Background: an optimization exercise with open tools, aiming at a short achievable clock period and few clock cycles. Do not read the settings as production practice. At most, simulation tests tie the RTL to the original design; equivalence was not proved. Only the layout flow was run in run 1; the RTL was not checked for function there. Power figures rest on the tool's default switching activity, not on a simulated workload.

[flow/flow/run.sh]
#!/bin/bash
# Standard synthesis, then the standard flow's own layout with timing repair that aims
# below the clock period (a setup margin) and stronger port buffers. Each
# step's full output is in synth.log and layout.log here, and ORFS's own
# logs are under orfs/logs.
set -euo pipefail
bash standard.sh synth > synth.log 2>&1
bash standard.sh SETUP_SLACK_MARGIN=7 TNS_END_PERCENT=20 MATCH_CELL_FOOTPRINT=0 \
	BUFFER_PORTS_ARGS="-buffer_cell sky130_fd_sc_hd__buf_4" finish > layout.log 2>&1
[flow/standard.sh]
#!/bin/bash
# synth_recipe.tcl (not shown) runs the flow's synth.tcl, then flattens the netlist and writes it again
# the make line also repeats each setting of config.mk as NAME=value (left out here)
make -C /OpenROAD-flow-scripts/flow DESIGN_CONFIG=/design/flow/config.mk WORK_HOME=/design/flow/orfs CLKGATE_MAP_FILE= SYNTH_SCRIPT=/design/flow/synth_recipe.tcl "${@:-finish}"
[flow/config.mk]
export PLATFORM = sky130hd
export DESIGN_NAME = arm_core
export DESIGN_NICKNAME = arm_core
export VERILOG_FILES = /design/flow/design.v
export SDC_FILE = /design/flow/constraint.sdc
export NUM_CORES = 4
export LEC_CHECK = 0
export CAP_MARGIN = 20
export CORE_MARGIN = 2
export CORE_UTILIZATION = 30
export SLEW_MARGIN = 20
[flow/constraint.sdc]
create_clock -name core_clock -period 12.0 [get_ports {clk}]
set_input_delay 2.4000 -clock core_clock [delete_from_list [all_inputs] [get_ports {clk}]]
set_output_delay 2.4000 -clock core_clock [all_outputs]
set_load 0.01 [all_outputs]
[flow/design.v]
package arm_pkg;
	typedef logic [31:0] word_t;
	typedef logic [3:0] reg_idx_t;
	typedef logic [3:0] flags_t;
	typedef logic [3:0] cond_t;
	localparam int FLAG_N = 3;
	localparam int FLAG_Z = 2;
	localparam int FLAG_C = 1;
	localparam int FLAG_V = 0;
	typedef enum logic [3:0] {
		OP_AND = 4'h0,
		OP_EOR = 4'h1,
		OP_SUB = 4'h2,
		OP_RSB = 4'h3,
		OP_ADD = 4'h4,
		OP_ADC = 4'h5,
		OP_SBC = 4'h6,
		OP_RSC = 4'h7,
		OP_TST = 4'h8,
		OP_TEQ = 4'h9,
		OP_CMP = 4'ha,
		OP_CMN = 4'hb,
		OP_ORR = 4'hc,
		OP_MOV = 4'hd,
		OP_BIC = 4'he,
		OP_MVN = 4'hf
	} dp_op_e;
	typedef enum logic [1:0] {
		SH_LSL = 2'b00,
		SH_LSR = 2'b01,
		SH_ASR = 2'b10,
		SH_ROR = 2'b11
	} shift_e;
	typedef enum logic [1:0] {
		SEQ_INIT    = 2'd0,
		SEQ_FETCH   = 2'd1,
		SEQ_EXECUTE = 2'd2
	} seq_state_e;
	localparam word_t PC_READ_OFFSET = 32'd8;
	localparam word_t INSTR_STEP = 32'd4;
endpackage
`timescale 1ns/1ps
module arm_core #(
	parameter arm_pkg::word_t RESET_PC = 32'h0800_0000
) (
	input  logic           clk,
	input  logic           rstn,
	output arm_pkg::word_t mem_addr,
	output arm_pkg::word_t mem_wdata,
	input  arm_pkg::word_t mem_rdata,
	output logic           mem_read,
	output logic           mem_write,
	input  logic           mem_ok
);
	arm_pkg::word_t bus_addr, bus_wdata;
	logic           bus_rd, bus_wr;
	logic           m_act;      
	logic           m_load;
	arm_pkg::reg_idx_t m_rd;
	arm_pkg::word_t res_addr;   
	assign mem_addr = bus_addr;
	assign mem_wdata = bus_wdata;
	assign mem_read = bus_rd;
	assign mem_write = bus_wr;
	logic           ir_valid;
	arm_pkg::word_t ir;         
	arm_pkg::word_t ir_pc4;     
	arm_pkg::word_t ir_pc8;     
	arm_pkg::word_t ir_tgt;     
	assign ir_tgt = ir_pc8 + {{6{ir[23]}}, ir[23:0], 2'b00};
	arm_pkg::word_t op_a, op_b, op_c;  
	logic           b_sign;     
	logic           rot_pend;   
	arm_pkg::flags_t flags;
	logic       e_dp, e_br, e_bl, e_ls, e_pred, e_mpfast, e_pcw, e_wrd, e_setf;
	logic       e_arith, e_inv_a, e_inv_b, e_cin_one, e_cin_c;
	logic [5:0] e_lop;         
	logic [1:0] e_crs;         
	logic [7:0] e_fine;        
	logic [31:0] e_mask;       
	logic       e_fill_sign, e_fill_c;
	logic [1:0] e_csel;        
	logic       e_ls_wb, e_ls_wbpc, e_ls_load, e_ls_pre, e_ls_up;
	arm_pkg::word_t gpr [0:14];
	function automatic logic cond_pass(input logic [3:0] cc, input arm_pkg::flags_t f);
		logic r;
		case (cc)
			4'h0: r = f[arm_pkg::FLAG_Z];
			4'h1: r = !f[arm_pkg::FLAG_Z];
			4'h2: r = f[arm_pkg::FLAG_C];
			4'h3: r = !f[arm_pkg::FLAG_C];
			4'h4: r = f[arm_pkg::FLAG_N];
			4'h5: r = !f[arm_pkg::FLAG_N];
			4'h6: r = f[arm_pkg::FLAG_V];
			4'h7: r = !f[arm_pkg::FLAG_V];
			4'h8: r = f[arm_pkg::FLAG_C] && !f[arm_pkg::FLAG_Z];
			4'h9: r = !f[arm_pkg::FLAG_C] || f[arm_pkg::FLAG_Z];
			4'ha: r = (f[arm_pkg::FLAG_N] == f[arm_pkg::FLAG_V]);
			4'hb: r = (f[arm_pkg::FLAG_N] != f[arm_pkg::FLAG_V]);
			4'hc: r = !f[arm_pkg::FLAG_Z] && (f[arm_pkg::FLAG_N] == f[arm_pkg::FLAG_V]);
			4'hd: r = f[arm_pkg::FLAG_Z] || (f[arm_pkg::FLAG_N] != f[arm_pkg::FLAG_V]);
			4'he: r = 1'b1;
			default: r = 1'b0;
		endcase
		cond_pass = r;
	endfunction
	logic pass;
	logic c, v;
	arm_pkg::reg_idx_t rn, rd;
	assign c = flags[arm_pkg::FLAG_C];
	assign v = flags[arm_pkg::FLAG_V];
	assign pass = cond_pass(ir[31:28], flags);
	assign rn = ir[19:16];
	assign rd = ir[15:12];
	logic ex;         
	assign ex = ir_valid && !m_act && !rot_pend && pass;
	function automatic arm_pkg::word_t crot(input arm_pkg::word_t x, input logic [1:0] a);
		case (a)
			2'd1: crot = {x[7:0], x[31:8]};
			2'd2: crot = {x[15:0], x[31:16]};
			2'd3: crot = {x[23:0], x[31:24]};
			default: crot = x;
		endcase
	endfunction
	arm_pkg::word_t rot4, shop;
	logic shc, fill;
	always_comb begin
		rot4 = '0;
		for (int k = 0; k < 8; k++)
			if (e_fine[k])
				rot4 = rot4 | ((op_b >> k) | (op_b << (32 - k)));
	end
	assign fill = (e_fill_sign && b_sign) || (e_fill_c && c);
	assign shop = (rot4 & e_mask) | ({32{fill}} & ~e_mask);
	always_comb begin
		case (e_csel)
			2'd1: shc = rot4[31];
			2'd2: shc = rot4[0];
			default: shc = c;
		endcase
	end
	arm_pkg::word_t add_x, add_y, logic_res, alu_res;
	logic [32:0] sum;
	logic add_cin;
	assign add_x = op_a ^ {32{e_inv_a}};
	assign add_y = shop ^ {32{e_inv_b}};
	assign add_cin = e_cin_one || (e_cin_c && c);
	assign sum = {1'b0, add_x} + {1'b0, add_y} + {32'd0, add_cin};
	assign logic_res = ({32{e_lop[0]}} & (op_a & shop))
		| ({32{e_lop[1]}} & (op_a ^ shop))
		| ({32{e_lop[2]}} & (op_a | shop))
		| ({32{e_lop[3]}} & (op_a & ~shop))
		| ({32{e_lop[4]}} & shop)
		| ({32{e_lop[5]}} & ~shop);
	assign alu_res = e_arith ? sum[31:0] : logic_res;
	arm_pkg::flags_t alu_flags;
	assign alu_flags[arm_pkg::FLAG_N] = alu_res[31];
	assign alu_flags[arm_pkg::FLAG_Z] = (alu_res == '0);
	assign alu_flags[arm_pkg::FLAG_C] = e_arith ? sum[32] : shc;
	assign alu_flags[arm_pkg::FLAG_V] = e_arith ? (add_x[31] == add_y[31]) && (sum[31] != add_x[31]) : v;
	arm_pkg::word_t offs_addr;
	assign offs_addr = e_ls_up ? op_a + {20'd0, ir[11:0]} : op_a - {20'd0, ir[11:0]};
	logic step;       
	logic m_done;     
	assign step = !m_act && bus_rd && mem_ok;
	assign m_done = m_act && mem_ok;
	logic e_mem;      
	logic e_redirect;
	arm_pkg::word_t e_redirect_pc;
	logic br_wrong;
	assign br_wrong = ir_valid && !m_act && !rot_pend && e_br && (pass != e_pred);
	assign e_mem = ex && e_ls;
	always_comb begin
		e_redirect = br_wrong || (ex && ((e_pcw && !e_mpfast) || (e_ls && e_ls_wbpc)));
		if (e_br)
			e_redirect_pc = pass ? ir_tgt : ir_pc4;
		else if (e_ls)
			e_redirect_pc = offs_addr;
		else
			e_redirect_pc = alu_res;
	end
	logic wr0_en, wr1_en;
	arm_pkg::reg_idx_t wr0_idx, wr1_idx;
	arm_pkg::word_t wr0_data, wr1_data;
	always_comb begin
		wr0_en = 1'b0;
		wr0_idx = rd;
		wr0_data = alu_res;
		wr1_en = 1'b0;
		wr1_idx = e_br ? 4'd14 : rn;
		wr1_data = e_br ? ir_pc4 : offs_addr;
		if (m_done) begin
			wr0_en = m_load && (m_rd != 4'd15);
			wr0_idx = m_rd;
			wr0_data = mem_rdata;
		end else if (step && ex) begin
			wr0_en = e_wrd;
			wr1_en = e_bl || (e_ls && e_ls_wb);
		end
	end
	always_ff @(posedge clk) begin
		for (int i = 0; i < 15; i++) begin
			if (wr0_en && wr0_idx == 4'(i))
				gpr[i] <= wr0_data;
			else if (wr1_en && wr1_idx == 4'(i))
				gpr[i] <= wr1_data;
		end
	end
	arm_pkg::word_t fpc8;     
	assign fpc8 = bus_addr + 32'd8;
	arm_pkg::reg_idx_t ia, ib, ic;
	assign ia = mem_rdata[19:16];
	assign ib = mem_rdata[3:0];
	assign ic = mem_rdata[15:12];
	logic fw0, fw1;   
	assign fw0 = ex && e_wrd;
	assign fw1 = ex && (e_bl || (e_ls && e_ls_wb));
	arm_pkg::word_t raw_b, ra, rb, rc, b_next;
	logic b_fwd;      
	logic b_shift;    
	logic b_haz;      
	assign raw_b = (ib == 4'd15) ? fpc8 : gpr[ib];
	assign b_fwd = (fw1 && wr1_idx == ib) || (fw0 && rd == ib);
	assign b_shift = !d_imm && d[11:4] != 8'd0;
	assign b_haz = b_shift && b_fwd;
	always_comb begin
		ra = (ia == 4'd15) ? fpc8 : gpr[ia];
		rb = raw_b;
		rc = (ic == 4'd15) ? fpc8 : gpr[ic];
		if (fw1 && wr1_idx == ia) ra = wr1_data;
		if (fw1 && wr1_idx == ib) rb = wr1_data;
		if (fw1 && wr1_idx == ic) rc = wr1_data;
		if (fw0 && rd == ia) ra = alu_res;
		if (fw0 && rd == ib) rb = alu_res;
		if (fw0 && rd == ic) rc = alu_res;
		if (d_imm)
			b_next = crot({24'd0, d[7:0]}, d[11:10]);
		else if (b_shift && !b_fwd)
			b_next = crot(raw_b, n_crs);
		else
			b_next = rb;
	end
	logic ld_a, ld_b, ld_c;
	assign ld_a = m_done && m_load && m_rd == ir[19:16];
	assign ld_b = m_done && m_load && m_rd == ir[3:0] && !ir[25];
	assign ld_c = m_done && m_load && m_rd == ir[15:12];
	always_ff @(posedge clk) begin
		if (step) begin
			op_a <= ra;
			op_b <= b_next;
			b_sign <= rb[31];
			op_c <= rc;
		end else begin
			if (ld_a)
				op_a <= mem_rdata;
			if (ld_b) begin
				op_b <= crot(mem_rdata, e_crs);
				b_sign <= mem_rdata[31];
			end else if (rot_pend) begin
				op_b <= crot(op_b, e_crs);
			end
			if (ld_c)
				op_c <= mem_rdata;
		end
	end
	arm_pkg::word_t d;
	assign d = mem_rdata;
	logic d_dp, d_br, d_ls, d_wrd_op, d_rd15, d_imm;
	logic [4:0] d_n;           
	logic [3:0] d_op;
	assign d_op = d[24:21];
	assign d_dp = (d[27:26] == 2'b00) && (d[25] || !d[4]) && !(d[24:23] == 2'b10 && !d[20]);
	assign d_br = (d[27:25] == 3'b101);
	assign d_ls = (d[27:25] == 3'b010) && !d[22];
	assign d_wrd_op = (d_op[3:2] != 2'b10);
	assign d_rd15 = (d[15:12] == 4'd15);
	assign d_imm = d[25];
	assign d_n = d[11:7];
	logic       n_arith, n_inv_a, n_inv_b, n_cin_one, n_cin_c;
	logic [5:0] n_lop;
	logic [4:0] n_amt;
	logic [1:0] n_crs;
	logic [7:0] n_fine;
	logic [31:0] n_mask;
	logic       n_fill_sign, n_fill_c;
	logic [1:0] n_csel;
	always_comb begin
		n_arith = 1'b0;
		n_inv_a = 1'b0;
		n_inv_b = 1'b0;
		n_cin_one = 1'b0;
		n_cin_c = 1'b0;
		n_lop = 6'd0;
		case (d_op)
			4'h0, 4'h8: n_lop[0] = 1'b1;
			4'h1, 4'h9: n_lop[1] = 1'b1;
			4'h2, 4'ha: begin n_arith = 1'b1; n_inv_b = 1'b1; n_cin_one = 1'b1; end
			4'h3: begin n_arith = 1'b1; n_inv_a = 1'b1; n_cin_one = 1'b1; end
			4'h4, 4'hb: n_arith = 1'b1;
			4'h5: begin n_arith = 1'b1; n_cin_c = 1'b1; end
			4'h6: begin n_arith = 1'b1; n_inv_b = 1'b1; n_cin_c = 1'b1; end
			4'h7: begin n_arith = 1'b1; n_inv_a = 1'b1; n_cin_c = 1'b1; end
			4'hc: n_lop[2] = 1'b1;
			4'hd: n_lop[4] = 1'b1;
			4'he: n_lop[3] = 1'b1;
			default: n_lop[5] = 1'b1;
		endcase
	end
	always_comb begin
		n_amt = 5'd0;
		n_mask = '1;
		n_fill_sign = 1'b0;
		n_fill_c = 1'b0;
		n_csel = 2'd0;
		if (d_imm) begin
			n_amt = {d[11:8], 1'b0};
			n_csel = (d[11:8] == 4'd0) ? 2'd0 : 2'd1;
		end else begin
			case (d[6:5])
				2'b00: if (d_n != 5'd0) begin
					n_amt = 5'd0 - d_n;
					n_csel = 2'd2;
					for (int i = 0; i < 32; i++)
						n_mask[i] = (5'(i) >= d_n);
				end
				2'b01, 2'b10: begin
					n_amt = d_n;
					n_csel = 2'd1;
					n_fill_sign = d[6];
					for (int i = 0; i < 32; i++)
						n_mask[i] = (d_n != 5'd0) && (5'(i) < 5'd0 - d_n);
				end
				default: if (d_n == 5'd0) begin
					n_amt = 5'd1;
					n_csel = 2'd1;
					n_mask[31] = 1'b0;
					n_fill_c = 1'b1;
				end else begin
					n_amt = d_n;
					n_csel = 2'd1;
				end
			endcase
		end
	end
	logic f_known, f_pass, f_take, f_mp, f_mpfast, mp_hazard;
	arm_pkg::word_t f_tgt, nfa;
	assign f_known = !(ex && e_setf);
	assign f_pass = cond_pass(d[31:28], flags);
	logic f_short;
	logic [11:0] tgt_lo;
	logic [18:0] hi0, hi_p, hi_m;
	assign f_short = (d[23:10] == 14'd0) || (d[23:10] == 14'h3fff);
	assign tgt_lo = {1'b0, fpc8[12:2]} + {1'b0, d[10:0]};
	assign hi0 = fpc8[31:13];
	assign hi_p = hi0 + 19'd1;
	assign hi_m = hi0 - 19'd1;
	always_comb begin
		f_tgt[1:0] = fpc8[1:0];
		f_tgt[12:2] = tgt_lo[10:0];
		case ({d[23], tgt_lo[11]})
			2'b01: f_tgt[31:13] = hi_p;
			2'b10: f_tgt[31:13] = hi_m;
			default: f_tgt[31:13] = hi0;
		endcase
	end
	assign f_take = f_short && (f_known ? f_pass : d[23]);
	assign f_mp = d_dp && d_op == 4'hd && !d_imm && d[11:4] == 8'd0 && d_rd15;
	assign mp_hazard = ir_valid && (
		(e_wrd && rd == ib)
		|| (e_bl && ib == 4'd14)
		|| (e_ls && e_ls_wb && rn == ib)
		|| (e_ls && e_ls_load && rd == ib));
	assign f_mpfast = f_mp && f_known && f_pass && !mp_hazard;
	always_comb begin
		if (d_br && f_take)
			nfa = f_tgt;
		else if (f_mpfast)
			nfa = raw_b;
		else
			nfa = bus_addr + 32'd4;
	end
	logic lsl_n;      
	assign lsl_n = !d_imm && d[6:5] == 2'b00 && d_n != 5'd0;
	always_comb begin
		if (d_imm)
			n_crs = d[11:10];
		else if (lsl_n)
			n_crs = (d_n[2:0] == 3'd0) ? 2'd0 - d_n[4:3] : ~d_n[4:3];
		else
			n_crs = n_amt[4:3];
		n_fine = 8'd0;
		for (int k = 0; k < 8; k++)
			n_fine[k] = (n_amt[2:0] == 3'(k));
	end
	always_ff @(posedge clk) begin
		if (!rstn) begin
			ir_valid <= 1'b0;
			rot_pend <= 1'b0;
			m_act <= 1'b0;
			bus_rd <= 1'b1;
			bus_wr <= 1'b0;
			bus_addr <= RESET_PC;
			flags <= '0;
		end else begin
			rot_pend <= 1'b0;
			if (!m_act && !bus_rd) begin
				bus_rd <= 1'b1;
			end else if (m_done) begin
				m_act <= 1'b0;
				bus_rd <= 1'b1;
				bus_wr <= 1'b0;
				if (m_load && m_rd == 4'd15) begin
					ir_valid <= 1'b0;
					bus_addr <= mem_rdata;
				end else begin
					bus_addr <= res_addr;
				end
			end else if (step) begin
				if (ex && e_setf)
					flags <= alu_flags;
				ir_valid <= !e_redirect;
				rot_pend <= b_haz && !e_redirect;
				bus_rd <= !(b_haz && !e_redirect);
				if (e_mem) begin
					m_act <= 1'b1;
					bus_rd <= e_ls_load;
					bus_wr <= !e_ls_load;
					bus_addr <= e_ls_pre ? offs_addr : op_a;
				end else if (e_redirect) begin
					bus_addr <= e_redirect_pc;
				end else begin
					bus_addr <= nfa;
				end
			end
		end
	end
	always_ff @(posedge clk) begin
		if (step) begin
			ir <= mem_rdata;
			ir_pc4 <= bus_addr + 32'd4;
			ir_pc8 <= fpc8;
			e_pred <= f_take;
			e_mpfast <= f_mpfast;
			e_dp <= d_dp;
			e_br <= d_br;
			e_bl <= d_br && d[24];
			e_ls <= d_ls;
			e_pcw <= d_dp && d_wrd_op && d_rd15;
			e_wrd <= d_dp && d_wrd_op && !d_rd15;
			e_setf <= d_dp && d[20] && !d_rd15;
			e_arith <= n_arith;
			e_inv_a <= n_inv_a;
			e_inv_b <= n_inv_b;
			e_cin_one <= n_cin_one;
			e_cin_c <= n_cin_c;
			e_lop <= n_lop;
			e_crs <= n_crs;
			e_fine <= n_fine;
			e_mask <= n_mask;
			e_fill_sign <= n_fill_sign;
			e_fill_c <= n_fill_c;
			e_csel <= n_csel;
			e_ls_wb <= (!d[24] || d[21]) && d[19:16] != 4'd15;
			e_ls_wbpc <= (!d[24] || d[21]) && d[19:16] == 4'd15;
			e_ls_load <= d[20];
			e_ls_pre <= d[24];
			e_ls_up <= d[23];
		end
		if (step && e_mem) begin
			m_load <= e_ls_load;
			m_rd <= rd;
			bus_wdata <= op_c;
			res_addr <= e_redirect ? offs_addr : nfa;
		end
	end
endmodule
==> run notes, run 1 <==
status=complete, no violations; Post-Syn Instances=~7,300; share of cells above drive strength 1=around 18%; H-tree depth=3; total power=around 12 mW; Post-synth EDFFs=roughly 810; vias in the first global route=between 60,000 and 70,000; Setup crit start kind=register; IO Pins=~100; f_max=154.1 MHz; Max clock buf depth=3; CTS root buf=clkbuf_16; Min Clock Period, post-route=between 6000 and 7000 ps; drt total wl=approximately 400 mm; pre-CTS setup slack=~4400 ps; Clock Skew=between 50 and 60 ps; # DRC=0; Final Setup Violations=0; Starting Density=between 30% and 40%; initial antenna violation count=32; RSZ-0062 raised after global routing=true; Placed Area=69,780 µm²; cell mode on critical path=buf_4; worst reg2reg path startpoint=bus_addr[4]$_SDFFE_PN0P_; Hold EP=bus_wdata[13]$_DFFE_PP_; Slew Limit Fails=0; FP Rows=171; Hold WS=412.9 ps; Via density=between 6 and 7; total negative setup slack=0 ps; Synth Area in XOR/XNOR=approximately 3.4%; DR vias=71,470; latest clock arrival within the worst-skew pair=slightly above 800 ps; Placer Congestion=between 1 and 1.5; Worst Path Arrival=between 6000 and 7000 ps; Syn Nets=around 7,500; complex-gate fraction of the synthesized area=27.76%; nets=around 7,600; Final WS setup=approximately 5500 ps; sequential-to-total area share from yosys stat=between 30% and 40%; Critical Path End Type=register; max_cap viols=0; routed len/inst=just under 40 µm; Synth Area in Adders=roughly 4.6%; static leakage=29.22 nW; ys flop type=edfxtp_1; Finished Cell Area=77,930 µm²; Hold Startpoint=op_c[13]$_DFFE_PP_; DRT Pass-1 Iters=14; Post-Place Cells=slightly below 10,000; DRT antenna net count=0; Overflow after GRT=0; fill count=~22,000; Yosys warnings=2; slowest cell on the critical path=dfxtp_1; Pwr Density=roughly 150 nW/µm²; die height=approximately 470 µm; largest family of logic cells by synthesized area=compound AO/OA/AOI/OAI gates; reg-to-reg slack, setup=5510 ps; critical-path maximum fanout=9; Yosys reg bits=approximately 850; FF-to-FF End=res_addr[11]$_DFFE_PP_; largest net degree at the start of global routing=73; HP Class=reg -> reg; fin crit share=around 54%; overall die area=around 220,000 µm²; synth unique cells=between 100 and 150; CTS Buf Count=100; largest stage delay on the critical path=750 ps; Post-Synth Simple-Gate Area=between 10 and 15%; hpwl dp=~250 mm; Post-Layout Cell Count=between 10,000 and 15,000; first-pass GRT wire length=about 530 mm; VDD IR max=~0.14 mV; Core ar.=around 220,000 µm²; Clock transition at path regs=60 ps; DRT iter0 DRCs=14,860; mapped cell area=between 60,000 and 70,000 µm²; hold path depth=0; post-synthesis mux area share=a little over 7%; Least-Margin Pin Slew=between 1000 and 1500 ps; Hold Vio Cnt, Final=0; data required time of the worst path=about 12,000 ps; CTS tree=built; Worst Reg2Reg Path Length in Cells=32; register bank with the most flops=gpr; Area Overhead vs Synth=19.34%; Hold-fix buffers, CTS=0; Synth Area per Inst=approximately 9.0 µm²; die width=~470 µm; number of flip-flops under the largest register name=480; Setup Crit Path Kind=reg -> reg; number of clock sinks=846; asr flop ratio synth=0%; Total GRT Usage=approximately 34%; Port Buffers=100; Slew headroom=between 10% and 20%; fin util=between 30% and 40%
[cell usage in the layout (no fill, tap or decap), types with 41 or more instances in the layout]
cell	netlist	final
edfxtp_1	805	805
a21oi_1	753	692
nor2_1	717	663
a22oi_1	573	572
buf_4	17	494
nand2_1	507	488
mux2i_1	397	379
o21ai_0	381	334
ha_1	233	212
nand3_1	184	178
inv_1	147	140
nand4_1	125	125
xnor2_1	126	118
xor2_1	124	114
clkbuf_16	0	114
a31oi_1	100	93
a211oi_1	93	86
o211ai_1	83	83
buf_6	2	76
o22ai_1	92	74
a221oi_1	76	72
nor3_1	94	68
a222oi_1	68	68
a21o_1	67	65
a22o_1	62	60
a21oi_2	0	53
o21ai_1	50	50
and3_1	45	42
dfxtp_1	41	41
[cells by family after synthesis]
kind of cell / after synthesis
AOI/OAI and AO/OA: 2728
buffers and inverters: 844
DFF: 846
and+or+nand+nor: 1912
xor gates and xnor gates: 250
muxes: 440
adders and majority gates: 239
[Yosys cell counts (41+ instances only)]
master / number / area, µm²
a211oi_1: 93 / 698.2
a21o_1: 67 / 503.0
a21oi_1: 753 / 3769
a221oi_1: 76 / 665.6
a222oi_1: 68 / 680.7
a22o_1: 62 / 543.0
a22oi_1: 573 / 4302
a31oi_1: 100 / 625.6
and3_1: 45 / 281.5
buf_1: 72 / 270.3
buf_2: 136 / 680.7
clkbuf_1: 459 / 1723
dfxtp_1: 41 / 820.8
edfxtp_1: 805 / 24170
ha_1: 233 / 2915
inv_1: 147 / 551.8
mux2i_1: 397 / 3974
nand2_1: 507 / 1903
nand3_1: 184 / 920.9
nand4_1: 125 / 782.0
nor2_1: 717 / 2691
nor3_1: 94 / 470.5
o211ai_1: 83 / 623.1
o21a_1: 42 / 315.3
o21ai_0: 381 / 1907
o21ai_1: 50 / 250.2
o22ai_1: 92 / 575.6
xnor2_1: 126 / 1104
xor2_1: 124 / 1086
[worst max-delay path: cells and delay by family (launching register included)]
kind	cells	cell delay (ps)
buf+inv	23	3060
simple gates	4	830
flops	1	750
xor+xnor	1	690
fa+ha+maj	1	420
compound gates	3	390
[routing by layer]
metal / wire, µm / part of all wire, % / global-route usage (%)
met3: 64350 / 16 / 15.24
met5: 666 / 0.17 / 1.190
met1: 137900 / 35 / 40.49
met2: 155600 / 39 / 46.51
met4: 38910 / 9.8 / 26.77
[where the power goes]
group | total, mW | switching (mW) | internal [mW] | leakage (nW)
combinational | 4.52 | 3.12 | 1.41 | 19.8
clock | 3.33 | 1.47 | 1.86 | 1.65
sequential | 3.65 | 0.175 | 3.47 | 7.81
[worst max path at each step]
stage                                        start                        end
after global routing                  mem_rdata[1]     res_addr[11]$_DFFE_PP_
after CTS                             mem_rdata[1]     res_addr[30]$_DFFE_PP_
after detailed placement              mem_rdata[1]  bus_addr[30]$_SDFFE_PN0P_
final                     bus_addr[4]$_SDFFE_PN0P_     res_addr[11]$_DFFE_PP_
after global placement                mem_rdata[1]     res_addr[31]$_DFFE_PP_
after floorplan                       mem_rdata[1]     res_addr[31]$_DFFE_PP_
[what timing repair did]
| action | CTS | global route |
|---|---|---|
| pin swaps | 85 | 89 |
| endpoints found under the setup margin | 1111 | 880 |
| buffers inserted | 131 | 90 |
| resized for setup | 360 | 196 |
| cloned | 13 | 7 |
[cell type report]
class                   count  area (µm²)  share of cell area [%]
flip-flops and latches    846       24990                   32.07
diodes                     26       65.06                 0.08349
well taps                2854        3571                   4.582
inverters                 154       618.1                  0.7931
multi-input cells        5575       39500                   50.68
clock buffers             113        2572                   3.301
clock inverters            74       874.6                   1.122
repair buffers            629        5738                   7.363
==> run 2: changes to the inputs <==
--- a/flow/design.v
+++ b/flow/design.v
@@ -65,9 +65,7 @@
 	logic           ir_valid;
 	arm_pkg::word_t ir;         
 	arm_pkg::word_t ir_pc4;     
-	arm_pkg::word_t ir_pc8;     
 	arm_pkg::word_t ir_tgt;     
-	assign ir_tgt = ir_pc8 + {{6{ir[23]}}, ir[23:0], 2'b00};
 	arm_pkg::word_t op_a, op_b, op_c;  
 	logic           b_sign;     
 	logic           rot_pend;   
@@ -75,8 +73,7 @@
 	logic       e_dp, e_br, e_bl, e_ls, e_pred, e_mpfast, e_pcw, e_wrd, e_setf;
 	logic       e_arith, e_inv_a, e_inv_b, e_cin_one, e_cin_c;
 	logic [5:0] e_lop;         
-	logic [1:0] e_crs;         
-	logic [7:0] e_fine;        
+	logic [4:0] e_amt;         
 	logic [31:0] e_mask;       
 	logic       e_fill_sign, e_fill_c;
 	logic [1:0] e_csel;        
@@ -122,14 +119,11 @@
 			default: crot = x;
 		endcase
 	endfunction
-	arm_pkg::word_t rot4, shop;
+	arm_pkg::word_t rot1, rot2, rot4, shop;
 	logic shc, fill;
-	always_comb begin
-		rot4 = '0;
-		for (int k = 0; k < 8; k++)
-			if (e_fine[k])
-				rot4 = rot4 | ((op_b >> k) | (op_b << (32 - k)));
-	end
+	assign rot1  = e_amt[0] ? {op_b[0], op_b[31:1]} : op_b;
+	assign rot2  = e_amt[1] ? {rot1[1:0], rot1[31:2]} : rot1;
+	assign rot4  = e_amt[2] ? {rot2[3:0], rot2[31:4]} : rot2;
 	assign fill = (e_fill_sign && b_sign) || (e_fill_c && c);
 	assign shop = (rot4 & e_mask) | ({32{fill}} & ~e_mask);
 	always_comb begin
@@ -236,7 +230,7 @@
 		if (d_imm)
 			b_next = crot({24'd0, d[7:0]}, d[11:10]);
 		else if (b_shift && !b_fwd)
-			b_next = crot(raw_b, n_crs);
+			b_next = crot(raw_b, n_amt[4:3]);
 		else
 			b_next = rb;
 	end
@@ -254,10 +248,10 @@
 			if (ld_a)
 				op_a <= mem_rdata;
 			if (ld_b) begin
-				op_b <= crot(mem_rdata, e_crs);
+				op_b <= crot(mem_rdata, e_amt[4:3]);
 				b_sign <= mem_rdata[31];
 			end else if (rot_pend) begin
-				op_b <= crot(op_b, e_crs);
+				op_b <= crot(op_b, e_amt[4:3]);
 			end
 			if (ld_c)
 				op_c <= mem_rdata;
@@ -279,8 +273,6 @@
 	logic       n_arith, n_inv_a, n_inv_b, n_cin_one, n_cin_c;
 	logic [5:0] n_lop;
 	logic [4:0] n_amt;
-	logic [1:0] n_crs;
-	logic [7:0] n_fine;
 	logic [31:0] n_mask;
 	logic       n_fill_sign, n_fill_c;
 	logic [1:0] n_csel;
@@ -346,24 +338,8 @@
 	arm_pkg::word_t f_tgt, nfa;
 	assign f_known = !(ex && e_setf);
 	assign f_pass = cond_pass(d[31:28], flags);
-	logic f_short;
-	logic [11:0] tgt_lo;
-	logic [18:0] hi0, hi_p, hi_m;
-	assign f_short = (d[23:10] == 14'd0) || (d[23:10] == 14'h3fff);
-	assign tgt_lo = {1'b0, fpc8[12:2]} + {1'b0, d[10:0]};
-	assign hi0 = fpc8[31:13];
-	assign hi_p = hi0 + 19'd1;
-	assign hi_m = hi0 - 19'd1;
-	always_comb begin
-		f_tgt[1:0] = fpc8[1:0];
-		f_tgt[12:2] = tgt_lo[10:0];
-		case ({d[23], tgt_lo[11]})
-			2'b01: f_tgt[31:13] = hi_p;
-			2'b10: f_tgt[31:13] = hi_m;
-			default: f_tgt[31:13] = hi0;
-		endcase
-	end
-	assign f_take = f_short && (f_known ? f_pass : d[23]);
+	assign f_tgt = fpc8 + {{6{d[23]}}, d[23:0], 2'b00};
+	assign f_take = f_known ? f_pass : d[23];
 	assign f_mp = d_dp && d_op == 4'hd && !d_imm && d[11:4] == 8'd0 && d_rd15;
 	assign mp_hazard = ir_valid && (
 		(e_wrd && rd == ib)
@@ -379,19 +355,6 @@
 		else
 			nfa = bus_addr + 32'd4;
 	end
-	logic lsl_n;      
-	assign lsl_n = !d_imm && d[6:5] == 2'b00 && d_n != 5'd0;
-	always_comb begin
-		if (d_imm)
-			n_crs = d[11:10];
-		else if (lsl_n)
-			n_crs = (d_n[2:0] == 3'd0) ? 2'd0 - d_n[4:3] : ~d_n[4:3];
-		else
-			n_crs = n_amt[4:3];
-		n_fine = 8'd0;
-		for (int k = 0; k < 8; k++)
-			n_fine[k] = (n_amt[2:0] == 3'(k));
-	end
 	always_ff @(posedge clk) begin
 		if (!rstn) begin
 			ir_valid <= 1'b0;
@@ -438,7 +401,7 @@
 		if (step) begin
 			ir <= mem_rdata;
 			ir_pc4 <= bus_addr + 32'd4;
-			ir_pc8 <= fpc8;
+			ir_tgt <= f_tgt;
 			e_pred <= f_take;
 			e_mpfast <= f_mpfast;
 			e_dp <= d_dp;
@@ -454,8 +417,7 @@
 			e_cin_one <= n_cin_one;
 			e_cin_c <= n_cin_c;
 			e_lop <= n_lop;
-			e_crs <= n_crs;
-			e_fine <= n_fine;
+			e_amt <= n_amt;
 			e_mask <= n_mask;
 			e_fill_sign <= n_fill_sign;
 			e_fill_c <= n_fill_c;
--- a/flow/flow/run.sh
+++ b/flow/flow/run.sh
@@ -5,5 +5,5 @@
 # logs are under orfs/logs.
 set -euo pipefail
 bash standard.sh synth > synth.log 2>&1
-bash standard.sh SETUP_SLACK_MARGIN=7 TNS_END_PERCENT=20 MATCH_CELL_FOOTPRINT=0 \
+bash standard.sh SETUP_SLACK_MARGIN=8 TNS_END_PERCENT=5 MATCH_CELL_FOOTPRINT=0 \
 	BUFFER_PORTS_ARGS="-buffer_cell sky130_fd_sc_hd__buf_4" finish > layout.log 2>&1
--- a/flow/config.mk
+++ b/flow/config.mk
@@ -7,5 +7,5 @@
 export LEC_CHECK = 0
 export CAP_MARGIN = 20
 export CORE_MARGIN = 2
-export CORE_UTILIZATION = 30
+export CORE_UTILIZATION = 40
 export SLEW_MARGIN = 20
==> run notes, run 2 <==
met2 global-route usage=61.45% (was 46.51%); most frequent cell after synthesis=edfxtp_1 (unchanged); synth unique cells=109 (was 110); Synth Area in XOR/XNOR=3.203% (was 3.353%); Post-synth EDFFs=798 (was 805); number of flip-flops under the largest register name=480 (unchanged); slowest cell on the critical path=o21ai_0 (was dfxtp_1); register bank with the most flops=gpr (unchanged); initial antenna violation count=28 (was 32); overall die area=162,200 µm² (was 221,400 µm²); largest stage delay on the critical path=860 ps (was 750 ps); Clock Skew=44.67 ps (was 57.31 ps); Hold-fix buffers, CTS=0 (unchanged); HP Class=reg -> reg (unchanged); Yosys top cell area share=37.69% (was 37.02%); Via density=7.522 (was 6.959); Synth area leaders=edfxtp_1 38%, a22oi_1 5.8%, a21oi_1 5.6% (was edfxtp_1 37%, a22oi_1 6.6%, mux2i_1 6.1%); Yosys reg bits=839 (was 846); Total GRT Usage=44.50% (was 33.85%); Final WS setup=6656 ps (was 5509 ps); status=complete, no violations (unchanged); Critical Path End Type=register (unchanged); Min Clock Period, post-route=5344 ps (was 6491 ps); CTS root buf=clkbuf_16 (unchanged); Synth Area in Adders=4.042% (was 4.648%); largest net degree at the start of global routing=87 (was 73); fin crit share=44.53% (was 54.09%); total negative setup slack=0 ps (unchanged); FP Rows=146 (was 171); drt total wl=386.9 mm (was 397.4 mm); Hold EP=bus_wdata[11]$_DFFE_PP_ (was bus_wdata[13]$_DFFE_PP_); max_cap viols=0 (unchanged); Hold Vio Cnt, Final=0 (unchanged); Yosys warnings=2 (unchanged); Final Setup Violations=0 (unchanged); Slew Limit Fails=0 (unchanged); VDD IR max=0.1178 mV (was 0.1392 mV); sequential-to-total area share from yosys stat=38.98% (was 38.28%); reg-to-reg slack, setup=6730 ps (was 5510 ps); complex-gate fraction of the synthesized area=26.77% (was 27.76%); CTS tree=built (unchanged); Slew headroom=11.61% (was 13.55%); Pwr Density=155.7 nW/µm² (was 147.6 nW/µm²); Buf+Inv Stages, Crit Path=3 (was 23); Least-Margin Pin Slew=1317 ps (was 1297 ps); Port Buffers=100 (unchanged); Synth Area per Inst=9.125 µm² (was 8.996 µm²); f_max=187.1 MHz (was 154.1 MHz); largest family of logic cells by synthesized area=compound AO/OA/AOI/OAI gates (unchanged); asr flop ratio synth=0% (unchanged); mapped cell area=63,590 µm² (was 65,300 µm²); data required time of the worst path=12,380 ps (was 12,470 ps); Clock transition at path regs=70 ps (was 60 ps); Worst path top cell family by delay=compound AO/OA/AOI/OAI gates (was buffers and inverters); Placer Congestion=1.081 (was 1.036); Starting Density=40.19% (was 30.13%); most common cell after layout, fill and taps aside=edfxtp_1 (unchanged); H-tree depth=3 (unchanged); gr busiest metal=met2 (unchanged); Post-Layout Cell Count=9,323 (was 10,270); number of clock sinks=839 (was 846); nets=7,383 (was 7,580); GR Util met3=18.91% (was 15.24%); first-pass GRT wire length=508.7 mm (was 531.7 mm); DRT iter0 DRCs=15,380 (was 14,860); hpwl dp=245.6 mm (was 254.3 mm); DR vias=70,130 (was 71,470); RSZ-0062 raised after global routing=true (unchanged); DRT antenna net count=0 (unchanged); vias in the first global route=62,700 (was 64,870); Max clock buf depth=3 (unchanged); share of cells above drive strength 1=22.62% (was 17.63%); post-synthesis mux area share=8.056% (was 7.089%); ys flop type=edfxtp_1 (unchanged); die height=402.7 µm (was 470.6 µm); Post-Synth Simple-Gate Area=13.98% (was 13.62%); Yosys top cell by area=edfxtp_1 (unchanged); Core ar.=158,200 µm² (was 216,700 µm²); Synth top cells by count=798 x edfxtp_1, 712 x a21oi_1, 668 x nor2_1 (was 805 x edfxtp_1, 753 x a21oi_1, 717 x nor2_1); Worst Path Arrival=5720 ps (was 6960 ps); IO Pins=101 (unchanged); FF-to-FF End=op_a[7]$_DFFE_PP_ (was res_addr[11]$_DFFE_PP_); Setup Crit Path Kind=in -> reg (was reg -> reg); DRT Pass-1 Iters=13 (was 14); Post-Syn Instances=6,968 (was 7,259); leading cell types in the layout, fill and taps excluded=798 x edfxtp_1, 658 x a21oi_1, 610 x nor2_1 (was 805 x edfxtp_1, 692 x a21oi_1, 663 x nor2_1); Hold Startpoint=op_c[11]$_DFFE_PP_ (was op_c[13]$_DFFE_PP_); hold path depth=0 (unchanged); routed len/inst=41.49 µm (was 38.70 µm); latest clock arrival within the worst-skew pair=760 ps (was 810 ps); Setup crit start kind=input port (was register); critical-path maximum fanout=26 (was 9); Worst Reg2Reg Path Length in Cells=11 (was 32); Overflow after GRT=0 (unchanged); Post-Place Cells=8,763 (was 9,815); worst path cell trace=clkbuf_8, nor4bb_4, buf_4, buf_4, a22oi_1, nand4_1, o22ai_1, o21ai_0, nor2_1, a21oi_1, o21ai_0, o21ai_0; Syn Nets=7,206 (was 7,533); die width=402.7 µm (was 470.6 µm); static leakage=29.21 nW (was 29.22 nW); CTS Buf Count=99 (was 100); pre-CTS setup slack=4952 ps (was 4437 ps); cell mode on critical path=o21ai_0 (was buf_4); # DRC=0 (unchanged); worst reg2reg path startpoint=ir[23]$_DFFE_PP_ (was bus_addr[4]$_SDFFE_PN0P_); M1 GR Usage=53.83% (was 40.49%); Area Overhead vs Synth=24.47% (was 19.34%)
[run 2: cell count changes after synthesis, sizes merged, moves of 20 or more]
cell / delta
a211oi: +46
a21oi: -39
a221oi: -38
a22o: -29
a22oi: -81
buf: -91
clkbuf: +65
ha: -34
mux2i: -100
mux4: +59
nand3: +22
nor2: -50
o221ai: +20
[run 2: worst max path at each step]
stage | start | endpoint | slack (ps) | cells after the start
floorplan | mem_rdata[0] | bus_addr[30]$_SDFFE_PN0P_ | 6730 | 12
CTS | mem_rdata[0] | bus_addr[30]$_SDFFE_PN0P_ | 6870 | 14
finish | mem_rdata[15] | op_c[7]$_DFFE_PP_ | 6660 | 12
detailed placement | mem_rdata[1] | bus_addr[14]$_SDFFE_PN0P_ | 4950 | 12
global placement | mem_rdata[1] | bus_addr[14]$_SDFFE_PN0P_ | 4590 | 11
global route | e_amt[1]$_DFFE_PP_ | gpr[3][14]$_DFFE_PP_ | 6760 | 19
[run 2: worst register-to-register path: cells and delay by family (launching register included)]
family / cells / cell delay [ps]
compound gates: 7 / 2950
simple gates: 1 / 90
flops: 1 / 920
xor+xnor: 1 / 220
mux: 1 / 450
fa+ha+maj: 1 / 300
[run 2: where the power goes]
| part | switching, mW | internal [mW] |
|---|---|---|
| Combinational | 3.54 | 1.78 |
| Sequential | 0.192 | 3.48 |
| Clock | 1.42 | 1.90 |
| Total | 5.16 | 7.16 |
[run 2: final cells by class]
class	instances	area (µm²)
Fill cell	14460	79050
Multi-Input combinational cell	5332	40080
Sequential cell	839	24810
Timing Repair Buffer	731	7555
Clock buffer	121	2683
Tap cell	2072	2592
Clock inverter	64	768.2
Inverter	141	595.6
Antenna cell	22	55.05
Timing Repair inverter	1	11.26
[run 2: metrics by stage]
step | hold WS (ps) | power, mW | area (µm²) | utilization (%)
after floorplan | 400.3 | 6.024 | 64010 | -
after global placement | 403.5 | 7.778 | 67460 | 42.65
after detailed placement | 405.7 | 7.837 | 67500 | 42.67
after CTS | 418.3 | 11.57 | 74700 | 47.22
after global routing | 421.4 | 12.48 | 79100 | 50.00
final | 419.6 | 12.32 | 79140 | 50.03
[run 2: repair_timing]
item	4_1_cts	5_1_grt
pin swaps	114	144
hold endpoints to repair	0	0
gates resized for setup	526	518
buffers inserted	138	172
cloned	12	31
endpoints found under the setup margin	1446	1351
[run 2: logic make-up (layout without fill, tap and decap cells)]
logic type	count (synthesis)	count (layout)
fa+ha+maj	203	203
compound gates	2571	2573
simple gates	1909	1913
mux	411	412
buf+inv	804	1058
xor+xnor	231	231
other cells	0	22
flops	839	839
[run 2: routing by layer]
layer	part of all wire [%]	routed length (µm)
met4	11	44130
met2	39	149400
met3	16	63490
met1	34	129600
met5	0.058	226
Testbench counts of run 2, summed over its fixed seeds: cycles 31,718.
==> run 3: changes to the inputs <==
--- a/flow/design.v
+++ b/flow/design.v
@@ -40,6 +40,40 @@
 	localparam word_t INSTR_STEP = 32'd4;
 endpackage
 `timescale 1ns/1ps
+module arm_ks_add #(
+	parameter int W = 32
+) (
+	input  logic [W-1:0] a,
+	input  logic [W-1:0] b,
+	input  logic         cin,
+	output logic [W-1:0] sum,
+	output logic         cout
+);
+	localparam int L = 5;   
+	logic [W-1:0] g [0:L];
+	logic [W-1:0] p [0:L];
+	logic [W:0] c;
+	assign g[0] = a & b;
+	assign p[0] = a ^ b;
+	for (genvar l = 0; l < L; l++) begin : g_lvl
+		for (genvar i = 0; i < W; i++) begin : g_bit
+			if (i >= (1 << l)) begin : g_comb
+				assign g[l+1][i] = g[l][i] | (p[l][i] & g[l][i - (1 << l)]);
+				assign p[l+1][i] = p[l][i] & p[l][i - (1 << l)];
+			end else begin : g_pass
+				assign g[l+1][i] = g[l][i];
+				assign p[l+1][i] = p[l][i];
+			end
+		end
+	end
+	assign c[0] = cin;
+	for (genvar i = 0; i < W; i++) begin : g_c
+		assign c[i+1] = g[L][i] | (p[L][i] & cin);
+	end
+	assign sum = p[0] ^ c[W-1:0];
+	assign cout = c[W];
+endmodule
+`timescale 1ns/1ps
 module arm_core #(
 	parameter arm_pkg::word_t RESET_PC = 32'h0800_0000
 ) (
@@ -73,11 +107,13 @@
 	logic       e_dp, e_br, e_bl, e_ls, e_pred, e_mpfast, e_pcw, e_wrd, e_setf;
 	logic       e_arith, e_inv_a, e_inv_b, e_cin_one, e_cin_c;
 	logic [5:0] e_lop;         
-	logic [4:0] e_amt;         
+	logic [1:0] e_crs;         
+	logic [7:0] e_fine;        
 	logic [31:0] e_mask;       
 	logic       e_fill_sign, e_fill_c;
 	logic [1:0] e_csel;        
-	logic       e_ls_wb, e_ls_wbpc, e_ls_load, e_ls_pre, e_ls_up;
+	logic       e_ls_wb, e_ls_wbpc, e_ls_load, e_ls_pre;
+	arm_pkg::word_t e_off;     
 	arm_pkg::word_t gpr [0:14];
 	function automatic logic cond_pass(input logic [3:0] cc, input arm_pkg::flags_t f);
 		logic r;
@@ -119,11 +155,14 @@
 			default: crot = x;
 		endcase
 	endfunction
-	arm_pkg::word_t rot1, rot2, rot4, shop;
+	arm_pkg::word_t rot4, shop;
 	logic shc, fill;
-	assign rot1  = e_amt[0] ? {op_b[0], op_b[31:1]} : op_b;
-	assign rot2  = e_amt[1] ? {rot1[1:0], rot1[31:2]} : rot1;
-	assign rot4  = e_amt[2] ? {rot2[3:0], rot2[31:4]} : rot2;
+	always_comb begin
+		rot4 = '0;
+		for (int k = 0; k < 8; k++)
+			if (e_fine[k])
+				rot4 = rot4 | ((op_b >> k) | (op_b << (32 - k)));
+	end
 	assign fill = (e_fill_sign && b_sign) || (e_fill_c && c);
 	assign shop = (rot4 & e_mask) | ({32{fill}} & ~e_mask);
 	always_comb begin
@@ -139,7 +178,7 @@
 	assign add_x = op_a ^ {32{e_inv_a}};
 	assign add_y = shop ^ {32{e_inv_b}};
 	assign add_cin = e_cin_one || (e_cin_c && c);
-	assign sum = {1'b0, add_x} + {1'b0, add_y} + {32'd0, add_cin};
+	arm_ks_add #(.W(32)) u_add (.a(add_x), .b(add_y), .cin(add_cin), .sum(sum[31:0]), .cout(sum[32]));
 	assign logic_res = ({32{e_lop[0]}} & (op_a & shop))
 		| ({32{e_lop[1]}} & (op_a ^ shop))
 		| ({32{e_lop[2]}} & (op_a | shop))
@@ -149,11 +188,17 @@
 	assign alu_res = e_arith ? sum[31:0] : logic_res;
 	arm_pkg::flags_t alu_flags;
 	assign alu_flags[arm_pkg::FLAG_N] = alu_res[31];
-	assign alu_flags[arm_pkg::FLAG_Z] = (alu_res == '0);
+	logic [31:0] zp, zk;
+	logic z_arith;
+	assign zp = add_x ^ add_y;
+	assign zk = add_x | add_y;
+	assign z_arith = (zp[0] == add_cin) && ((zp[31:1] ^ zk[30:0]) == 31'd0);
+	assign alu_flags[arm_pkg::FLAG_Z] = e_arith ? z_arith : (logic_res == '0);
 	assign alu_flags[arm_pkg::FLAG_C] = e_arith ? sum[32] : shc;
 	assign alu_flags[arm_pkg::FLAG_V] = e_arith ? (add_x[31] == add_y[31]) && (sum[31] != add_x[31]) : v;
 	arm_pkg::word_t offs_addr;
-	assign offs_addr = e_ls_up ? op_a + {20'd0, ir[11:0]} : op_a - {20'd0, ir[11:0]};
+	logic offs_co;
+	arm_ks_add #(.W(32)) u_offs (.a(op_a), .b(e_off), .cin(1'b0), .sum(offs_addr), .cout(offs_co));
 	logic step;       
 	logic m_done;     
 	assign step = !m_act && bus_rd && mem_ok;
@@ -230,7 +275,7 @@
 		if (d_imm)
 			b_next = crot({24'd0, d[7:0]}, d[11:10]);
 		else if (b_shift && !b_fwd)
-			b_next = crot(raw_b, n_amt[4:3]);
+			b_next = crot(raw_b, n_crs);
 		else
 			b_next = rb;
 	end
@@ -248,10 +293,10 @@
 			if (ld_a)
 				op_a <= mem_rdata;
 			if (ld_b) begin
-				op_b <= crot(mem_rdata, e_amt[4:3]);
+				op_b <= crot(mem_rdata, e_crs);
 				b_sign <= mem_rdata[31];
 			end else if (rot_pend) begin
-				op_b <= crot(op_b, e_amt[4:3]);
+				op_b <= crot(op_b, e_crs);
 			end
 			if (ld_c)
 				op_c <= mem_rdata;
@@ -273,6 +318,7 @@
 	logic       n_arith, n_inv_a, n_inv_b, n_cin_one, n_cin_c;
 	logic [5:0] n_lop;
 	logic [4:0] n_amt;
+	logic [1:0] n_crs;
 	logic [31:0] n_mask;
 	logic       n_fill_sign, n_fill_c;
 	logic [1:0] n_csel;
@@ -334,11 +380,21 @@
 			endcase
 		end
 	end
+	always_comb begin
+		if (d_imm)
+			n_crs = d[11:10];
+		else if (d[6:5] == 2'b00 && d_n != 5'd0)
+			n_crs = (d_n[2:0] == 3'd0) ? 2'd0 - d_n[4:3] : ~d_n[4:3];
+		else
+			n_crs = n_amt[4:3];
+	end
 	logic f_known, f_pass, f_take, f_mp, f_mpfast, mp_hazard;
 	arm_pkg::word_t f_tgt, nfa;
 	assign f_known = !(ex && e_setf);
 	assign f_pass = cond_pass(d[31:28], flags);
-	assign f_tgt = fpc8 + {{6{d[23]}}, d[23:0], 2'b00};
+	logic tgt_co;
+	assign f_tgt[1:0] = fpc8[1:0];
+	arm_ks_add #(.W(30)) u_tgt (.a(fpc8[31:2]), .b({{6{d[23]}}, d[23:0]}), .cin(1'b0), .sum(f_tgt[31:2]), .cout(tgt_co));
 	assign f_take = f_known ? f_pass : d[23];
 	assign f_mp = d_dp && d_op == 4'hd && !d_imm && d[11:4] == 8'd0 && d_rd15;
 	assign mp_hazard = ir_valid && (
@@ -417,7 +473,9 @@
 			e_cin_one <= n_cin_one;
 			e_cin_c <= n_cin_c;
 			e_lop <= n_lop;
-			e_amt <= n_amt;
+			e_crs <= n_crs;
+			for (int k = 0; k < 8; k++)
+				e_fine[k] <= (n_amt[2:0] == 3'(k));
 			e_mask <= n_mask;
 			e_fill_sign <= n_fill_sign;
 			e_fill_c <= n_fill_c;
@@ -426,7 +484,7 @@
 			e_ls_wbpc <= (!d[24] || d[21]) && d[19:16] == 4'd15;
 			e_ls_load <= d[20];
 			e_ls_pre <= d[24];
-			e_ls_up <= d[23];
+			e_off <= d[23] ? {20'd0, d[11:0]} : 32'd0 - {20'd0, d[11:0]};
 		end
 		if (step && e_mem) begin
 			m_load <= e_ls_load;
==> run notes, run 3 <==
latest clock arrival within the worst-skew pair=820 ps (was 760 ps); Clock Skew=55.85 ps (was 44.67 ps); Post-Layout Cell Count=10,020 (was 9,323); hpwl dp=273.4 mm (was 245.6 mm); drt total wl=440.5 mm (was 386.9 mm); DRT Pass-1 Iters=17 (was 13); Placer Congestion=1.059 (was 1.081); Max clock buf depth=3 (unchanged); Setup crit start kind=input port (unchanged); Synth area leaders=edfxtp_1 37%, a21oi_1 5.9%, a22oi_1 5.4% (was edfxtp_1 38%, a22oi_1 5.8%, a21oi_1 5.6%); fill count=15,080 (was 14,460); Via density=7.501 (was 7.522); RSZ-0062 raised after global routing=true (unchanged); Critical Path End Type=register (unchanged); die width=410.1 µm (was 402.7 µm); H-tree depth=3 (unchanged); vias in the first global route=66,650 (was 62,700); Min Clock Period, post-route=4939 ps (was 5344 ps); Syn Nets=7,679 (was 7,206); Area Overhead vs Synth=27.23% (was 24.47%); initial antenna violation count=43 (was 28); number of clock sinks=847 (was 839); share of cells above drive strength 1=24.00% (was 22.62%); sequential-to-total area share from yosys stat=37.94% (was 38.98%); Slew Limit Fails=0 (unchanged); Worst Path Arrival=5560 ps (was 5720 ps); Worst Reg2Reg Path Length in Cells=16 (was 11); synth unique cells=113 (was 109); Clock transition at path regs=60 ps (was 70 ps); IO Pins=101 (unchanged); fin crit share=41.16% (was 44.53%); Synth top cells by count=806 x edfxtp_1, 791 x nor2_1, 781 x a21oi_1 (was 798 x edfxtp_1, 712 x a21oi_1, 668 x nor2_1); VDD IR max=0.1272 mV (was 0.1178 mV); Slew headroom=17.59% (was 11.61%); largest net degree at the start of global routing=109 (was 87); f_max=202.5 MHz (was 187.1 MHz); Total GRT Usage=49.73% (was 44.50%); # DRC=0 (unchanged); register bank with the most flops=gpr (unchanged); nets=7,993 (was 7,383); HP Class=reg -> reg (unchanged); status=complete, no violations (unchanged); ys flop type=edfxtp_1 (unchanged); Hold Vio Cnt, Final=0 (unchanged); DRT antenna net count=0 (unchanged); Port Buffers=100 (unchanged); Post-synth EDFFs=806 (was 798); leading cell types in the layout, fill and taps excluded=806 x edfxtp_1, 745 x nor2_1, 739 x a21oi_1 (was 798 x edfxtp_1, 658 x a21oi_1, 610 x nor2_1); Hold-fix buffers, CTS=0 (unchanged); CTS tree=built (unchanged); total negative setup slack=0 ps (unchanged); most frequent cell after synthesis=edfxtp_1 (unchanged); Pwr Density=148.0 nW/µm² (was 155.7 nW/µm²); Post-Syn Instances=7,404 (was 6,968); Final Setup Violations=0 (unchanged); mapped cell area=65,950 µm² (was 63,590 µm²); Starting Density=40.11% (was 40.19%); first-pass GRT wire length=577.3 mm (was 508.7 mm); Setup Crit Path Kind=in -> reg (unchanged); FP Rows=149 (was 146); Yosys top cell by area=edfxtp_1 (unchanged); CTS root buf=clkbuf_16 (unchanged); Yosys top cell area share=36.70% (was 37.69%); die height=410.1 µm (was 402.7 µm); DRT iter0 DRCs=15,920 (was 15,380); number of flip-flops under the largest register name=480 (unchanged); critical-path maximum fanout=28 (was 26); Synth Area per Inst=8.908 µm² (was 9.125 µm²); Post-Place Cells=9,272 (was 8,763); Least-Margin Pin Slew=1225 ps (was 1317 ps); static leakage=31.15 nW (was 29.21 nW); Overflow after GRT=0 (unchanged); routed len/inst=43.96 µm (was 41.49 µm); overall die area=168,100 µm² (was 162,200 µm²); DR vias=75,160 (was 70,130); Yosys warnings=8 (was 2); data required time of the worst path=12,620 ps (was 12,380 ps); hold path depth=0 (unchanged); Yosys reg bits=847 (was 839); Core ar.=164,400 µm² (was 158,200 µm²); CTS Buf Count=103 (was 99); asr flop ratio synth=0% (unchanged); max_cap viols=0 (unchanged); most common cell after layout, fill and taps aside=edfxtp_1 (unchanged)
## run 3: cell types whose count changed after synthesis, sizes merged, moves of 20 or more
cell    delta
a41o      +30
xnor2     +29
nand3     -43
mux4      -38
a22o      +48
a221oi    +54
nand2     +35
clkbuf    -37
nor2     +129
buf      +114
a21o      -20
inv       +75
ha        +38
a21oi     +73
## run 3: path summary, 6_finish.rpt
| path | from | endpoint | slack, ps |
|---|---|---|---|
| setup reg to reg | op_b[4]$_DFFE_PP_ | op_c[18]$_DFFE_PP_ | 7170 |
| hold / removal | op_c[31]$_DFFE_PP_ | bus_wdata[31]$_DFFE_PP_ | 420 |
| setup / recovery | mem_rdata[17] | op_a[1]$_DFFE_PP_ | 7060 |
| hold reg to reg | op_c[31]$_DFFE_PP_ | bus_wdata[31]$_DFFE_PP_ | 420 |
## run 3: per-stage QoR
step	area, µm²	utilization (%)	hold slack, ps	power, mW	worst slack (ps)
global placement	69680	42.38	402.7	7.648	4454
detailed placement	69720	42.40	404.5	7.698	4569
CTS	80310	48.84	418.4	11.52	7363
finish	83910	51.03	419.2	12.42	7061
global route	83860	51.00	424.2	12.55	7150
floorplan	66210	-	400.3	5.913	6924
## run 3: what timing repair did
item	in CTS	in global routing
pin swaps	170	120
gates resized for setup	817	385
endpoints found under the setup margin	1328	1292
gates cloned	40	17
buffers inserted	320	152
## run 3: routing by layer
layer	global-route usage [%]	share of wire (%)
met1	57.87	33
met2	67.92	39
met3	22.34	15
met4	44.91	12
met5	1.609	0.095
## run 3: final cells by class
type	count	area [µm²]	area share [%]
multi-input cells	5604	41470	49.42
flip-flops and latches	847	25060	29.86
clock inverters	63	724.4	0.8633
clock buffers	127	2730	3.253
well taps	2189	2739	3.264
diodes	28	70.07	0.08350
repair buffers	946	10230	12.19
inverters	216	885.9	1.056
## run 3: logic make-up after synthesis
| family | count (synthesis) | synth area share, % |
|---|---|---|
| AO/OA/AOI/OAI | 2736 | 27.86 |
| AND/OR/NAND/NOR | 1980 | 13.64 |
| buffers and inverters | 956 | 5.904 |
| flip-flops | 847 | 37.94 |
| multiplexers | 371 | 6.412 |
| XOR/XNOR | 274 | 3.661 |
| adder cells (fa/ha/maj) | 240 | 4.587 |
## run 3: worst max-delay path, cell delays in order
cell and delay (ps):
clkbuf_8 330, nor4b_2 290, buf_6 450, buf_4 430
a22o_1 200, a221oi_1 50, and3_1 200, a31oi_1 560
a211oi_1 90, o21ai_0 170, o21ai_0 110, o21ai_0 190
## run 3: report_power, final
group	internal (mW)	switching, mW	leakage (nW)
Clock	1.90	1.47	1.66
Combinational	1.87	3.54	21.7
Sequential	3.49	0.140	7.80
Testbench counts of run 3, summed over its fixed seeds: cycles 31,718.

what the ideal ports hide:
Ports are ideal in the flow. The routed layouts listed here were re-timed in OpenROAD.
Step 1: set_driving_cell puts a clkbuf_16 on clk and a buf_2 on each other input, an assumption about the parent block.
Step 2 adds t to the input delays and takes it off the output delays; t is the mean of the earliest and latest rising clock arrival at the registers after step 1. Input paths then give back, and output paths get back, about the clock's delay inside the block.
Three values: ideal, step 1, step 2; two values: the first two.
run	t (ns)	setup WS [ns]	latest minus earliest clock arrival (ns)	worst slew at a driven data input, ns
run 1	0.859	5.509 / 5.496 / 4.637	0.058 / 0.058	0.21
run 2	0.819	6.656 / 6.695 / 5.876	0.045 / 0.046	0.41
run 3	0.884	7.061 / 6.816 / 5.932	0.059 / 0.060	0.63
After both steps setup and hold are still met in every run listed. For run 3, which loses most, drivers alone change the setup slack by -0.245 ns; drivers and shift together by -1.129 ns.
